Context: an optimization exercise on an open-source flow, tuned for small area, a short achievable clock period and few clock cycles. The choices shown serve that exercise and are no tape-out recipe. Where RTL was checked, it was by simulation tests only, not by an equivalence proof against the original.

Setup of oak:
## line_follower_turn_sequencer
module line_follower_turn_sequencer
(
	input  wire                clk,
	input  wire                arst_n,
	input  wire                in_valid,
	output wire                in_ready,
	input  wire                in_ir_outer_left,
	input  wire                in_ir_inner_left,
	input  wire                in_ir_middle,
	input  wire                in_ir_inner_right,
	input  wire                in_ir_outer_right,
	input  wire                in_ir_park,
	input  wire signed [15:0]  in_yaw_rate,
	input  wire [31:0]         in_time_us,
	output wire                out_valid,
	input  wire                out_ready,
	output wire signed [7:0]   out_left_power,
	output wire signed [7:0]   out_right_power,
	output wire [2:0]          out_next_mode,
	input  wire                cfg_valid,
	output wire                cfg_ready,
	input  wire [1:0]          cfg_reg_index,
	input  wire [19:0]         cfg_wdata
);
Settings: LEC_CHECK=0, CAP_MARGIN=20, CORE_MARGIN=2, CORE_UTILIZATION=60, CTS_CLUSTER_DIAMETER=120, CTS_CLUSTER_SIZE=25, SETUP_SLACK_MARGIN=4.8, SLEW_MARGIN=20, TNS_END_PERCENT=10; clock period 8.0 ns.
run.sh (not shown) runs the stock make flow with config.mk's settings and CLKGATE_MAP_FILE= SYNTH_SCRIPT=/design/flow/synth_recipe.tcl, a recipe that flattens the netlist after the stock synthesis.
Testbench counts of oak, summed over its fixed seeds: cycles 35,495.
[inputs] pine vs oak
Settings: SETUP_SLACK_MARGIN changed from 4.8 to 5; CTS_CLUSTER_DIAMETER changed from 120 to 150; CTS_CLUSTER_SIZE changed from 25 to 30; CORE_UTILIZATION changed from 60 to 55.
Notes after the runs:
Sort pine and oak by total routing resource utilization after global routing asc -> top: pine. Diff oak -> pine | count of plain and timing-repair buffers in the layout | increase of 11. pine gives less area fraction of clock buffers and clock inverters than oak did. After detailed routing, oak needs less wire than pine. Summary of pine over oak: footprint of the multi-input gates rose by 1.0%, utilization fell by 5.0 points.
Setup changes, pine to birch
Settings: a change of CTS_CLUSTER_DIAMETER from 150 to 120; a change of CORE_UTILIZATION from 55 to 60; a change of CTS_CLUSTER_SIZE from 30 to 25.
==> comparison <==
pine fits on a die that is larger than the die of birch. Global-route usage: birch vs pine up 1.7 points. On fmax, birch tracks pine almost exactly. Sequential share of layout area essentially unchanged between birch and pine. Setup WNS pine -> birch: worse. The run showing the greater clock insertion delay at the later pin of the skew report is birch.

* * *

== cedar ==
Starting RTL as in the previous note.
clock: 8.0 ns
lec_check: 0
cap_margin: 20
core_margin: 2
core_utilization: 60
cts_cluster_diameter: 140
cts_cluster_size: 28
setup_slack_margin: 5
slew_margin: 20
tns_end_percent: 10
Testbench counts of cedar, summed over its fixed seeds: cycles 35,495.
### cedar -> delta
- SETUP_SLACK_MARGIN now 4.8, was 5
- CTS_CLUSTER_SIZE no longer set, was 28
- CTS_CLUSTER_DIAMETER no longer set, was 140
[summary]
Re wire length: delta and cedar aren't equal, and the higher value belongs to delta. [delta] via count rose about 2% relative to cedar.
The following lists how juniper was set up differently from delta:
- SETUP_SLACK_MARGIN changed from 4.8 to 5
- CTS_CLUSTER_SIZE newly set to 30
- CTS_CLUSTER_DIAMETER newly set to 150
## What came out
delta -> juniper: post-synthesis sequential element count delta 0, exact match. Comparing delta against juniper, there is no change at all in number of top-level design ports. Going from delta to juniper, the worst hold slack was found to have gone up by 14 ps. Compared with delta, juniper shows a higher register clock-pin slew on the reported worst setup and hold paths. Number of global-route vias before repair, juniper and delta: smaller value in juniper.
Setup changes, juniper to indigo
- changing SETUP_SLACK_MARGIN from 5 to 4.8
--- outcome ---
- Setup slack (higher): juniper
- [compare] base=juniper new=indigo: first-pass GRT wire length now sits at about the same level; maximum frequency fell about 3.6%.
- The buffer count excluding the clock tree in the final layout of indigo is lower than that of juniper.
- indigo — design area about 1% lower, juniper as reference
- Compared with juniper, routed via count in indigo increased slightly.
- As far as initial core utilization goes, indigo and juniper are indistinguishable; the numbers are identical.
- Row total length of routed wires: indigo lower / juniper higher

* * *

line_follower_turn_sequencer, a different RTL version from the one above (not shown whole).
For scale: about 100 I/O pins, about 22000 µm² of cells after synthesis.
Design line_follower_turn_sequencer, start of the top module:
module line_follower_turn_sequencer
(
	input  wire                clk,
	input  wire                arst_n,
	input  wire                in_valid,
	output wire                in_ready,
	input  wire                in_ir_outer_left,
	input  wire                in_ir_inner_left,
	input  wire                in_ir_middle,
	input  wire                in_ir_inner_right,
	input  wire                in_ir_outer_right,
	input  wire                in_ir_park,
	input  wire signed [15:0]  in_yaw_rate,
	input  wire [31:0]         in_time_us,
	output wire                out_valid,
	input  wire                out_ready,
	output wire signed [7:0]   out_left_power,
	output wire signed [7:0]   out_right_power,
	output wire [2:0]          out_next_mode,
	input  wire                cfg_valid,
	output wire                cfg_ready,
	input  wire [1:0]          cfg_reg_index,
	input  wire [19:0]         cfg_wdata
);
Settings: LEC_CHECK=0, CAP_MARGIN=20, CORE_MARGIN=2, CORE_UTILIZATION=60, SETUP_SLACK_MARGIN=4.6, SLEW_MARGIN=20; clock period 8.0 ns.
Edit:
SETUP_SLACK_MARGIN = 4.8   (was 4.6)
TNS_END_PERCENT = 10   (was default)
Result: The new run completed without violations. Count of clock-buffer cells in the layout shrinks by 6. Design area is higher by 0.83%. Worst hold slack barely changes. Via count is about the same. Worst setup slack gets better by 0.086 ns. Global-route usage increases by 0.22 points. Routed wire length came out higher by about 0.6%.
Edit:
SETUP_SLACK_MARGIN = 4.7   (was 4.8)
TNS_END_PERCENT = default   (was 10)
After rerunning: Count of clock-buffer cells in the layout climbs by 5; routed wire length climbs by 2.7%; setup slack gets worse by 0.047 ns; hold slack barely changes; cell area is about the same; utilization is about the same; area after synthesis is unchanged.
Function was not checked in any run of this note: the RTL went through the layout flow alone.

* * *

## AL
line_follower_turn_sequencer, a different RTL version from the one above (not shown whole).
Size: ~2200 cells after synthesis, ~400 flip-flops, roughly 100 I/O pins.
Design line_follower_turn_sequencer, start of the top module:
module line_follower_turn_sequencer
(
	input  wire                clk,
	input  wire                arst_n,
	input  wire                in_valid,
	output wire                in_ready,
	input  wire                in_ir_outer_left,
	input  wire                in_ir_inner_left,
	input  wire                in_ir_middle,
	input  wire                in_ir_inner_right,
	input  wire                in_ir_outer_right,
	input  wire                in_ir_park,
	input  wire signed [15:0]  in_yaw_rate,
	input  wire [31:0]         in_time_us,
	output wire                out_valid,
	input  wire                out_ready,
	output wire signed [7:0]   out_left_power,
	output wire signed [7:0]   out_right_power,
	output wire [2:0]          out_next_mode,
	input  wire                cfg_valid,
	output wire                cfg_ready,
	input  wire [1:0]          cfg_reg_index,
	input  wire [19:0]         cfg_wdata
);
	localparam int CAP = 7;     
	localparam int QD  = 6;     
	localparam int QA  = 3;     
	localparam logic [22:0] DEG_UNIT = 23'd15625;   
	logic [19:0] period_q;
	logic [22:0] thr_t_q;
	logic [22:0] thr_b_q;
	logic        cfg_ready_q;
	logic        wr_angle;
	assign wr_angle  = cfg_valid && cfg_ready_q && !cfg_reg_index[1];
	assign cfg_ready = cfg_ready_q;
	always_ff @(posedge clk or negedge arst_n) begin
		if (!arst_n) begin
			period_q    <= lfts_pkg::PERIOD_RST;
			cfg_ready_q <= 1'b0;    
		end else begin
			cfg_ready_q <= !wr_angle;
  ...
make LEC_CHECK=0 CAP_MARGIN=20 CORE_MARGIN=2 CORE_UTILIZATION=60 SETUP_SLACK_MARGIN=5 SLEW_MARGIN=20 TNS_END_PERCENT=10 finish   # period 8.0 ns
Testbench counts of AL, summed over its fixed seeds: cycles 35,495.
Changes in JK relative to AL:
Settings: SETUP_SLACK_MARGIN now 4.8, was 5.
Notes after the runs:
- AL finished end to end and its layout was clean on timing, DRC and antenna.
- Per the final summary, JK finished and its layout is clean on timing, DRC and antenna.
- Summary — proportion of cell area occupied by registers, JK relative to AL: higher, by 0.17 points.
- JK vs AL: total length of routed wires down
- Non-clock buffer share of cell area in JK vs AL: down 0.20 points
- Delta (JK minus AL): slack of the worst reg-to-reg path -0.09 ns; wire length on met2 ~0 delta; relative area change from synthesis to final layout -0.52 points; setup clock skew after layout ~0 delta.
- Taking AL as the reference point, the share of the core filled with cells in the final layout of JK falls by 0.32 points.
- Post-route cell area, AL and JK, higher one = AL.

* * *

lagoon:
line_follower_turn_sequencer, a different RTL version from the one above (not shown whole).
Size: ~100 I/O pins, ~0.022 mm² of cells after synthesis.
Settings: LEC_CHECK=0, CAP_MARGIN=20, CORE_MARGIN=2, CORE_UTILIZATION=60, CTS_CLUSTER_DIAMETER=140, CTS_CLUSTER_SIZE=28, SETUP_SLACK_MARGIN=5, SLEW_MARGIN=20, TNS_END_PERCENT=10; clock period 8.0 ns.
lagoon: flow completed, timing, DRC and antenna clean
Testbench counts of lagoon, summed over its fixed seeds: cycles 35,495.
Input-level comparison between violet and lagoon:
Settings: changing CTS_CLUSTER_SIZE from 28 to 30; changing CTS_CLUSTER_DIAMETER from 140 to 150.
Results
Looking at capture point of the worst path, the head_q[40] result is from lagoon; the out_valid one comes from violet.
Taking lagoon as 1.0, violet lands at 1.12 on detailed-routed wire length on met3.
Diff violet and lagoon: synthesis-to-finish area growth lower in violet
From lagoon to violet the numbers moved as follows: count of plain and timing-repair buffers now sits lower; wire length barely changed.
The standard cells in violet occupy less silicon area than those in lagoon do.
Highest clock rate: lagoon vs violet, no meaningful difference

* * *

Another version of the RTL of line_follower_turn_sequencer (not shown whole).
For scale: roughly 100 I/O pins.
clock: 8.0 ns
lec_check: 0
cap_margin: 20
core_margin: 2
core_utilization: 40
setup_slack_margin: 4.5
slew_margin: 20
Testbench counts at the start, summed over its fixed seeds: cycles 35,495.
Rerun with:
--- a/flow/config.mk
+++ b/flow/config.mk
@@ -11 +11 @@
-export SETUP_SLACK_MARGIN = 4.5
+export SETUP_SLACK_MARGIN = 5
=> Via count grows by a few percent. Design area increases by a few percent. Core utilization climbs by 3.2 points. Maximum frequency came out higher slightly. Flip-flop and latch count does not change. Clock skew came out lower by 4.3 ps. Die area stays the same. Wire length rose by a few percent. Global-route usage came out higher by 0.70 points. Setup slack improved by 13 ps. Final cell count went up by a few percent.
Rerun with:
--- a/flow/config.mk
+++ b/flow/config.mk
@@ -11 +10,0 @@
-export SETUP_SLACK_MARGIN = 5
Clock-buffer cell count goes down by 13.
Area after synthesis stays the same.
Hold slack is better by 3.6 ps.
Wire length falls by 7.3%.
Rerun with:
--- a/flow/config.mk
+++ b/flow/config.mk
@@ -10,0 +11,2 @@
+export CTS_BUF_LIST = sky130_fd_sc_hd__clkbuf_4 sky130_fd_sc_hd__clkbuf_8
+export SETUP_SLACK_MARGIN = 4.5
After rerunning: Synthesized cell count is unchanged. Maximum frequency rose by 25%. Utilization rose by 0.75 points. Hold slack stays flat. Die area stays the same.

* * *

== harbor ==
line_follower_turn_sequencer, a different RTL version from the one above (not shown whole).
Size: about 380 flip-flops, roughly 100 I/O pins, ~22000 µm² of cells after synthesis.
Settings: LEC_CHECK=0, CAP_MARGIN=20, CORE_MARGIN=2, CORE_UTILIZATION=60, SETUP_SLACK_MARGIN=4.7, SLEW_MARGIN=20; clock period 8.0 ns.
Testbench counts of harbor, summed over its fixed seeds: cycles 35,495.
Inputs modified between harbor and ember:
- SETUP_SLACK_MARGIN changed from 4.7 to 4.9
==> notes.md <==
When ember is set beside harbor, its worst setup slack turns out to be 0.039 ns smaller. Summary: with harbor as the reference, maximum frequency in ember moved down slightly. Min routing usage on met3 across harbor and ember: harbor. harbor was smaller in final cell area than ember.

* * *

line_follower_turn_sequencer, a different RTL version from the one above (not shown whole).
Size in the first run: roughly 2,200 cells after synthesis, ~400 flip-flops.
## line_follower_turn_sequencer
module line_follower_turn_sequencer
(
	input  wire                clk,
	input  wire                arst_n,
	input  wire                in_valid,
	output wire                in_ready,
	input  wire                in_ir_outer_left,
	input  wire                in_ir_inner_left,
	input  wire                in_ir_middle,
	input  wire                in_ir_inner_right,
	input  wire                in_ir_outer_right,
	input  wire                in_ir_park,
	input  wire signed [15:0]  in_yaw_rate,
	input  wire [31:0]         in_time_us,
	output wire                out_valid,
	input  wire                out_ready,
	output wire signed [7:0]   out_left_power,
	output wire signed [7:0]   out_right_power,
	output wire [2:0]          out_next_mode,
	input  wire                cfg_valid,
	output wire                cfg_ready,
	input  wire [1:0]          cfg_reg_index,
	input  wire [19:0]         cfg_wdata
);
	localparam int CAP = 7;     
	localparam int QD  = 6;     
	localparam int QA  = 3;     
	localparam logic [22:0] DEG_UNIT = 23'd15625;   
	logic [19:0] period_q;
	logic [22:0] thr_t_q;
	logic [22:0] thr_b_q;
	logic        cfg_ready_q;
	logic        wr_angle;
	assign wr_angle  = cfg_valid && cfg_ready_q && !cfg_reg_index[1];
	assign cfg_ready = cfg_ready_q;
	always_ff @(posedge clk or negedge arst_n) begin
		if (!arst_n) begin
			period_q    <= lfts_pkg::PERIOD_RST;
			cfg_ready_q <= 1'b1;
		end else begin
			cfg_ready_q <= !wr_angle;
			if (cfg_valid && cfg_ready_q && cfg_reg_index == lfts_pkg::REG_PERIOD) period_q <= cfg_wdata;
		end
	end
	logic [3:0] occ_q;
	logic       in_ready_q;
	logic       out_valid_q;
	logic       accept, pop;
	logic [3:0] occ_nx;
	assign accept   = in_valid && in_ready_q;
	assign pop      = out_valid_q && out_ready;
	assign occ_nx   = (accept == pop) ? occ_q : accept ? occ_q + 4'd1 : occ_q - 4'd1;
	assign in_ready = in_ready_q;
	always_ff @(posedge clk or negedge arst_n) begin
		if (!arst_n) begin
  ...
==> flow/config.mk <==
export PLATFORM = sky130hd
export DESIGN_NAME = line_follower_turn_sequencer
export DESIGN_NICKNAME = line_follower_turn_sequencer
export VERILOG_FILES = /design/flow/design.v
export SDC_FILE = /design/flow/constraint.sdc
export NUM_CORES = 4
export LEC_CHECK = 0
export CAP_MARGIN = 20
export CORE_MARGIN = 2
export CORE_UTILIZATION = 60
export SETUP_SLACK_MARGIN = 4.8
export SLEW_MARGIN = 20
==> flow/constraint.sdc <==
create_clock -name core_clock -period 8.0 [get_ports {clk}]
set_input_delay 1.6000 -clock core_clock [delete_from_list [all_inputs] [get_ports {clk}]]
set_output_delay 1.6000 -clock core_clock [all_outputs]
set_load 0.01 [all_outputs]
Testbench counts at the start, summed over its fixed seeds: cycles 35,495.
Next try:
CORE_UTILIZATION = 75   (was 60)
SETUP_SLACK_MARGIN = 4.7   (was 4.8)
Outcome: The new run passed the timing, design-rule and antenna checks; final cell count decreases by about 4.7%; die area went down by about 20%.

* * *

== v9 ==
RTL: one of the versions met above, not the one the previous note started from.
Size in the first run: roughly 2,100 cells after synthesis, about 390 flip-flops, roughly 100 I/O pins, ~0.022 mm2 of cells after synthesis.
make LEC_CHECK=0 CAP_MARGIN=20 CORE_MARGIN=2 CORE_UTILIZATION=60 CTS_CLUSTER_DIAMETER=100 CTS_CLUSTER_SIZE=20 SETUP_SLACK_MARGIN=4.8 SLEW_MARGIN=20 TNS_END_PERCENT=10 finish   # period 8.0 ns
Testbench counts of v9, summed over its fixed seeds: cycles 35,495.
Relative to v9, the following input files were edited for v59:
- changing SETUP_SLACK_MARGIN from 4.8 to 5
- setting CELL_PAD_IN_SITES_DETAIL_PLACEMENT to 0 for the first time
- setting CELL_PAD_IN_SITES_GLOBAL_PLACEMENT to 0 for the first time
- changing CTS_CLUSTER_DIAMETER from 100 to 150
- changing CTS_CLUSTER_SIZE from 20 to 30
==> notes.md <==
Sort v59 and v9 by clock period minus final worst setup slack, ascending, and v59 comes first. Compared with v9, fmax in v59 increased by a few percent. v9 → v59: area growth from synthesis to final layout increased by 0.26 points relative to the old numbers, largest stage delay on the critical path decreased by 0.05 ns relative to the old numbers, final routed wirelength across all metal layers increased by 1.4% relative to the old numbers.
Input changes introduced in v12 (baseline for comparison: v59):
- CELL_PAD_IN_SITES_DETAIL_PLACEMENT removed (was 0)
- CORE_UTILIZATION changed from 60 to 65
- SETUP_SLACK_MARGIN changed from 5 to 4.8
- CELL_PAD_IN_SITES_GLOBAL_PLACEMENT removed (was 0)
==> comparison <==
- v12 -> v59: synthesized area delta 0, exact match
- v12 -> v59: placed standard-cell area flat
- Changes observed in v12 relative to v59: final hold slack -0.0035 ns, final non-filler cell area lost about 1%.
- Detailed-route wire length in v12 is 2.2% lower than in v59
- Compared with v59, v12 shows slack of the worst reg-to-reg path lower by 0.08 ns.
- Slew at the pin with the worst max-slew slack is higher on v59
Input changes introduced in v35 (baseline for comparison: v12):
- changing TNS_END_PERCENT from 10 to 5
- changing SETUP_SLACK_MARGIN from 4.8 to 5
- changing CORE_UTILIZATION from 65 to 60
==> comparison <==
Summary of v35 over v12: count of clock-buffer cells in the layout +about 3.7%, area of the core +8.6%, multi-input combinational cell area +0.71%. Relative to v12, the non-clock buffer count measured on v35 has increased by more than 10%. [v35] final hold slack rose 0.0035 ns relative to v12. Looking at v12 and v35, the fraction of standard cell area in multi-input logic is a wash. On die area, v12 beats v35. Compared v35 vs v12, and global-route usage is down in v35.

re-timing with driven ports:
The flow's constraints put no driver on any port. The routed layouts listed below were extracted and timed again, unchanged, in two steps. Step 1 assumes that a clkbuf_16 drives the clock port and a buf_2 every other input. Step 2, shift: input delay + t, output delay - t, t = (earliest + latest rising clock arrival at the registers) / 2. This alone moves slack from input paths to output paths. Three values: ideal, step 1, step 2; two values: the first two.
run | t (ns) | slack for setup (ns) | worst setup path at the end | slew at the worst register clock pin (ns) | pins driven straight from the clock port
oak | 0.580 | 4.799 / 4.745 / 4.351 | input to register | 0.11 / 0.11 | 1
pine | 0.582 | 4.920 / 4.862 / 4.396 | input to register | 0.12 / 0.12 | 1
birch | 0.585 | 4.912 / 4.859 / 4.402 | input to register | 0.11 / 0.11 | 1
cedar | 0.574 | 4.937 / 4.883 / 4.418 | input to register | 0.12 / 0.12 | 1
delta | 0.612 | 4.786 / 4.731 / 4.314 | input to register | 0.06 / 0.06 | 1
juniper | 0.577 | 4.947 / 4.892 / 4.402 | input to register | 0.12 / 0.12 | 1
indigo | 0.581 | 4.832 / 4.778 / 4.350 | input to register | 0.12 / 0.12 | 1
the first run of note 3 | 0.618 | 4.693 / 4.664 / 4.251 | input to register | 0.07 / 0.07 | 1
the second run of note 3 | 0.611 | 4.779 / 4.724 / 4.401 | input to register | 0.07 / 0.07 | 1
the third run of note 3 | 0.629 | 4.732 / 4.732 / 4.288 | input to register | 0.06 / 0.06 | 1
AL | 0.628 | 4.810 / 4.753 / 4.397 | input to register | 0.06 / 0.06 | 1
JK | 0.627 | 4.803 / 4.748 / 4.396 | input to register | 0.06 / 0.06 | 1
lagoon | 0.576 | 4.845 / 4.797 / 4.343 | input to register | 0.12 / 0.12 | 1
violet | 0.584 | 4.837 / 4.784 / 4.337 | input to register | 0.12 / 0.12 | 1
the first run of note 6 | 0.612 | 4.648 / 4.648 / 4.172 | input to register | 0.07 / 0.07 | 1
the second run of note 6 | 0.630 | 4.661 / 4.661 / 4.497 | input to register | 0.07 / 0.07 | 1
the third run of note 6 | 0.623 | 3.818 / 3.818 / 3.818 | register to register | 0.07 / 0.07 | 1
the fourth run of note 6 | 0.671 | 4.645 / 4.619 / 4.164 | input to register | 0.07 / 0.07 | 1
harbor | 0.608 | 4.751 / 4.718 / 4.256 | input to register | 0.07 / 0.07 | 1
ember | 0.622 | 4.712 / 4.712 / 4.412 | input to register | 0.06 / 0.06 | 1
the first run of note 8 | 0.613 | 4.776 / 4.776 / 4.350 | input to register | 0.06 / 0.06 | 1
the second run of note 8 | 0.593 | 4.593 / 4.593 / 4.294 | input to register | 0.07 / 0.07 | 1
v9 | 0.591 | 4.796 / 4.743 / 4.330 | input to register | 0.09 / 0.09 | 1
v59 | 0.577 | 4.947 / 4.892 / 4.402 | input to register | 0.12 / 0.12 | 1
v12 | 0.583 | 4.775 / 4.721 / 4.358 | input to register | 0.12 / 0.12 | 1
v35 | 0.578 | 4.946 / 4.890 / 4.402 | input to register | 0.12 / 0.12 | 1
After both steps every run listed still meets setup and hold.
